Source: an optimization exercise on an open RTL-to-GDS flow (aim: small area). Production flows keep margins and buffers that such runs may drop.
In this exercise RTL edits were held to simulation tests only and were not proved equivalent to the original.
Power and IR drop assume default switching activity.

==> flow/design.v <==
package regfile_pkg;
    typedef enum logic [1:0] {
        RD_HOLD    = 2'd0,
        RD_CAPTURE = 2'd1,
        RD_REFRESH = 2'd2
    } rd_action_e;
endpackage
module regfile_rdport
#(
    parameter int REG_WIDTH   = 32,
    parameter int REGNO_WIDTH = 5
) (
    input  logic                                        clk,
    input  logic                                        rst,
    input  logic                                        stall,
    input  logic [REGNO_WIDTH-1:0]                      rd_no,
    input  logic [REG_WIDTH-1:0]                        rd_val,
    input  logic [REGNO_WIDTH-1:0]                      addr,
    input  logic [((1<<REGNO_WIDTH)-1)*REG_WIDTH-1:0]   mem,
    output logic [REG_WIDTH-1:0]                        val
);
    localparam int DEPTH = 1 << REGNO_WIDTH;
    logic [REGNO_WIDTH-1:0] addr_q;
    logic                   refresh;
    logic                   cap;
    logic                   sel_ref;
    logic                   sel_hold;
    logic [REG_WIDTH-1:0]   val_nxt;
    assign refresh  = (rd_no != '0) && (rd_no == addr_q);
    assign cap      = ~rst & ~stall;
    assign sel_ref  = ~rst & stall & refresh;
    assign sel_hold = ~rst & stall & ~refresh;
    always_comb begin
        val_nxt = (rd_val & {REG_WIDTH{sel_ref}}) | (val & {REG_WIDTH{sel_hold}});
        for (int i = 1; i < DEPTH; i++) begin
            val_nxt = val_nxt | (mem[(i-1)*REG_WIDTH +: REG_WIDTH]
                                 & {REG_WIDTH{cap && (addr == REGNO_WIDTH'(i))}});
        end
    end
    always_ff @(posedge clk) begin
        if (rst) begin
            addr_q <= '0;
        end else if (!stall) begin
            addr_q <= addr;
        end
        val <= val_nxt;
    end
endmodule
module regfile
#(
    parameter int REG_WIDTH   = 32,
    parameter int REGNO_WIDTH = 5
) (
    input  logic                   clk,
    input  logic                   rst,
    input  logic                   i_stall,
    input  logic [REGNO_WIDTH-1:0] i_rd_no,
    input  logic [REG_WIDTH-1:0]   i_rd_val,
    input  logic [REGNO_WIDTH-1:0] i_rs_no,
    input  logic [REGNO_WIDTH-1:0] i_rt_no,
    output logic [REG_WIDTH-1:0]   o_rs_val,
    output logic [REG_WIDTH-1:0]   o_rt_val
);
    localparam int DEPTH = 1 << REGNO_WIDTH;
    logic [(DEPTH-1)*REG_WIDTH-1:0] mem_flat;
    for (genvar i = 1; i < DEPTH; i++) begin : g_row
        logic we;
        logic hold;
        logic [REG_WIDTH-1:0] q;
        assign we   = ~rst & (i_rd_no == REGNO_WIDTH'(i));
        assign hold = ~rst & (i_rd_no != REGNO_WIDTH'(i));
        always_ff @(posedge clk) begin
            q <= (q & {REG_WIDTH{hold}}) | (i_rd_val & {REG_WIDTH{we}});
        end
        assign mem_flat[(i-1)*REG_WIDTH +: REG_WIDTH] = q;
    end
    regfile_rdport #(
        .REG_WIDTH   (REG_WIDTH),
        .REGNO_WIDTH (REGNO_WIDTH)
    ) u_rdport_rs (
        .clk    (clk),
        .rst    (rst),
        .stall  (i_stall),
        .rd_no  (i_rd_no),
        .rd_val (i_rd_val),
        .addr   (i_rs_no),
        .mem    (mem_flat),
        .val    (o_rs_val)
    );
    regfile_rdport #(
        .REG_WIDTH   (REG_WIDTH),
        .REGNO_WIDTH (REGNO_WIDTH)
    ) u_rdport_rt (
        .clk    (clk),
        .rst    (rst),
        .stall  (i_stall),
        .rd_no  (i_rd_no),
        .rd_val (i_rd_val),
        .addr   (i_rt_no),
        .mem    (mem_flat),
        .val    (o_rt_val)
    );
endmodule
Settings: LEC_CHECK=0, ABC_AREA=1, CAP_MARGIN=20, CELL_PAD_IN_SITES_DETAIL_PLACEMENT=1, CELL_PAD_IN_SITES_GLOBAL_PLACEMENT=1, CORE_MARGIN=2, CORE_UTILIZATION=40, SETUP_SLACK_MARGIN=0.5, SLEW_MARGIN=20; clock period 4.0 ns.
standard.sh (not shown) runs the stock make flow with config.mk's settings and CLKGATE_MAP_FILE= SYNTH_SCRIPT=/design/flow/synth_recipe.tcl, a recipe that flattens the netlist after the stock synthesis.
==> flow/flow/run.sh <==
#!/bin/bash
# Own flow: the standard synthesis, then its logic (not its flip-flops) replaced by a
# hand-mapped netlist (gen_netlist.py), then the standard layout from floorplan on.
set -euo pipefail
# Layout choices: small clock buffers, no dummy clock loads, minimum-size port buffers.
export CTS_ARGS="-sink_clustering_enable -repair_clock_nets -dont_use_dummy_load -buf_list {sky130_fd_sc_hd__clkbuf_4 sky130_fd_sc_hd__clkbuf_8} -sink_clustering_size 18 -sink_clustering_max_diameter 60"
export BUFFER_PORTS_ARGS="-buffer_cell sky130_fd_sc_hd__buf_1"
R=orfs/results/${FLOW_PLATFORM}/regfile/base
bash standard.sh synth > log_1_standard_synth.log 2>&1
cp $R/1_2_yosys.v $R/1_2_yosys_standard.v
python3 flow/gen_netlist.py $R/1_2_yosys_standard.v $R/1_2_yosys.v > log_2_gen_netlist.log 2>&1
rm -f $R/1_synth.odb $R/1_synth.sdc
bash standard.sh synth > log_3_netlist_to_odb.log 2>&1
bash standard.sh > log_4_layout.log 2>&1
test -f out/final.def
Other scripts of this flow, unchanged in this note and not shown: flow/flow/gen_netlist.py
Then changed:
--- a/flow/flow/run.sh
+++ b/flow/flow/run.sh
@@ -6 +6 @@
-export CTS_ARGS="-sink_clustering_enable -repair_clock_nets -dont_use_dummy_load -buf_list {sky130_fd_sc_hd__clkbuf_4 sky130_fd_sc_hd__clkbuf_8} -sink_clustering_size 18 -sink_clustering_max_diameter 60"
+export CTS_ARGS="-sink_clustering_enable -repair_clock_nets -dont_use_dummy_load -buf_list {sky130_fd_sc_hd__clkbuf_4 sky130_fd_sc_hd__clkbuf_8} -sink_clustering_size 14 -sink_clustering_max_diameter 50"
What happened:
- The changed run passed the timing, design-rule and antenna checks
- fmax came out lower by about 2.2%
- non-clock buffer count does not change
- final area came out higher by 1.0%
- combinational power hardly moves
- cell count grows by 0.71%
- power came out higher by about 5%
- wire length increases by 0.39%
- global-route usage increases by 0.33 points
- critical path depth is lower by 1
- clock skew fell by 41 ps

[afterwards: timing with drivers on the ports]
In the flow no input, the clock included, has a driving cell. The finished layouts below were timed again as built, in two steps.
Step 1 sets driving cells, clkbuf_16 on the clock port and buf_2 on the other inputs (assumed; they add their load-dependent delay and slew).
Step 2, shift: input delay + t, output delay - t, t = (earliest + latest rising clock arrival at the registers) / 2. This alone moves slack from input paths to output paths.
Slacks: ideal ports / drivers / drivers and shift; pairs: ideal ports / drivers.
run | t, ns | setup slack, ns | worst setup path at the end | worst data-port slew with drivers (ns)
the first run | 0.857 | 0.949 / 0.975 / 0.140 | input to register | 0.06
the second run | 0.901 | 0.879 / 0.879 / 0.030 | input to register | 0.06
After both steps setup and hold are still met in every run listed. The setup slack of the second run, which loses most, moves by 0.000 ns with the drivers and by -0.849 ns with both steps.
